Context: an optimization exercise on an open-source flow, tuned for small area, a short achievable clock period and few clock cycles per item. The choices shown serve that exercise and are no tape-out recipe. In this exercise RTL edits were held to simulation tests only and were not proved equivalent to the original. The clock input has no modelled driver; a real chip could not lean on it and would need a root buffer or a full tree. Power is estimated from default activity; no workload was simulated.

## run A
## tcp_segment_header_parse_check
module tcp_segment_header_parse_check (
  input  logic        clk,
  input  logic        rst_n,
  input  logic        push,
  output logic        full,
  input  logic [7:0]  in_data_byte,
  input  logic        in_last_byte,
  input  logic [31:0] in_src_ip,
  input  logic [31:0] in_dst_ip,
  output logic        empty,
  input  logic        pop,
  output logic [2:0]  out_status,
  output logic [15:0] out_source_port,
  output logic [15:0] out_dest_port,
  output logic [31:0] out_seq_number,
  output logic [31:0] out_ack_number,
  output logic [5:0]  out_header_bytes,
  output logic [7:0]  out_flag_bits,
  output logic [15:0] out_window_size,
  output logic [15:0] out_checksum_field,
  output logic [15:0] out_urgent_pointer,
  output logic [15:0] out_data_length
);
  logic         full_r, calc_r, fill_r, zap_r, empty_r;
  logic         recv, show;
  logic         take;
  logic [16:0]  count_r;
  logic         past20_r;
  logic         long_r;
  logic [159:0] hdr_r;         
  logic [15:0]  acc_a_r, acc_b_r;    
  logic [15:0]  ip_c_r, ip_d_r;      
  logic [2:0]   status_r;
  logic [5:0]   hbytes;
  assign recv   = !full_r;
  assign show   = !empty_r;
  assign take   = push && recv;
  assign hbytes = {hdr_r[63:60], 2'b00};
  ...
export LEC_CHECK = 0
export CAP_MARGIN = 20
export CORE_MARGIN = 2
export CORE_UTILIZATION = 50
export SLEW_MARGIN = 20
create_clock -name core_clock -period 11.0 [get_ports {clk}]
standard.sh (not shown) runs the stock make flow with config.mk's settings and CLKGATE_MAP_FILE= SYNTH_SCRIPT=/design/flow/synth_recipe.tcl, a recipe that flattens the netlist after the stock synthesis.
==> flow/flow/run.sh <==
#!/bin/bash
# Layout flow: the standard flow (standard.sh: ORFS synthesis to final layout), with
#  - one buf_1 on every input and output port instead of ORFS's default port buffer;
#  - clock tree synthesis without dummy loads, clkbuf_8 leaf buffers in clusters of up to 16
#    sinks, and the H-tree's middle buffer level removed after CTS (flatten_clock.tcl), so
#    every register's clock passes through the root buffer and one leaf buffer;
#  - the resizer's setup repair asked for extra slack (SETUP_SLACK_MARGIN), so that it also
#    works on paths that already meet the 11 ns constraint. The SDC itself is unchanged.
# make's output goes to standard.log here; ORFS keeps each step's full log under orfs/logs.
here=$(pwd)
export BUFFER_PORTS_ARGS="-buffer_cell sky130_fd_sc_hd__buf_1"
export CTS_ARGS="-sink_clustering_enable -repair_clock_nets -dont_use_dummy_load -sink_clustering_size 16 -sink_clustering_max_diameter 50 -buf_list sky130_fd_sc_hd__clkbuf_8 -root_buf sky130_fd_sc_hd__clkbuf_16"
export POST_CTS_TCL="$here/flow/flatten_clock.tcl"
export SETUP_SLACK_MARGIN=7.75
bash standard.sh > standard.log 2>&1
==> flow/flow/flatten_clock.tcl <==
# Drop the H-tree's middle level of clock buffers, so the root buffer drives the leaf
# buffers directly: every register's clock still passes through exactly two buffers.
set block [ord::get_db_block]
set removed 0
foreach inst [$block getInsts] {
  set name [$inst getName]
  if { ![string match "clkbuf_1_*" $name] } { continue }
  set in_net [[$inst findITerm A] getNet]
  set out_net [[$inst findITerm X] getNet]
  foreach it [$out_net getITerms] {
    if { [$it getInst] != $inst } {
      $it disconnect
      $it connect $in_net
    }
  }
  odb::dbInst_destroy $inst
  odb::dbNet_destroy $out_net
  incr removed
}
puts "flatten_clock: removed $removed middle clock buffers"
estimate_parasitics -placement
Testbench counts of run A, summed over its fixed seeds: cycles 60,017, bytes 58,469.
> inputs changed (run A -> run B)
- CORE_UTILIZATION changed from 50 to 60
--- a/flow/flow/run.sh
+++ b/flow/flow/run.sh
@@ -14 +14 @@
-export SETUP_SLACK_MARGIN=7.75
+export SETUP_SLACK_MARGIN=7.7
Findings:
Detailed route wirelength on metal2 was higher in run A than in run B. Lower share of cells above drive strength 1 goes to run B over run A. Clock skew, run B and run A, higher one = run A. On critical path depth: between run B and run A, it ends up higher for run B. Per the comparison of run B with run A, total vias in the final route decreased 0.55%; total length of routed wires decreased by 5.2% relative to the old numbers; worst max-slew margin expressed relative to the limit dropped 0.53 points. Run B — total power 1.9% lower, run A as reference. First-pass GRT wire length ends up lower on run B.

what the ideal ports hide:
Ports are ideal in the flow. The routed layouts listed here were re-timed in OpenROAD. Step 1 sets driving cells, clkbuf_16 on the clock port and buf_2 on the other inputs (assumed; they add their load-dependent delay and slew). Step 2 times the ports against the registers' clock, not the clock port: input delays grow and output delays shrink by t, the midpoint of the rising clock arrivals with the driver on. Three values: ideal ports, drivers, drivers and shift; two values: the first two.
run	shift t [ns]	setup slack, ns	worst setup path after step 2	clock arrival spread, ns	worst data-port slew with drivers (ns)
run A	0.468	7.702 / 7.657 / 7.304	input to register	0.039 / 0.039	0.04
run B	0.460	7.739 / 7.730 / 7.278	input to register	0.042 / 0.042	0.06
After both steps setup and hold are still met in every run listed. The setup slack of run B, which loses most, moves by -0.009 ns with the drivers and by -0.461 ns with both steps.
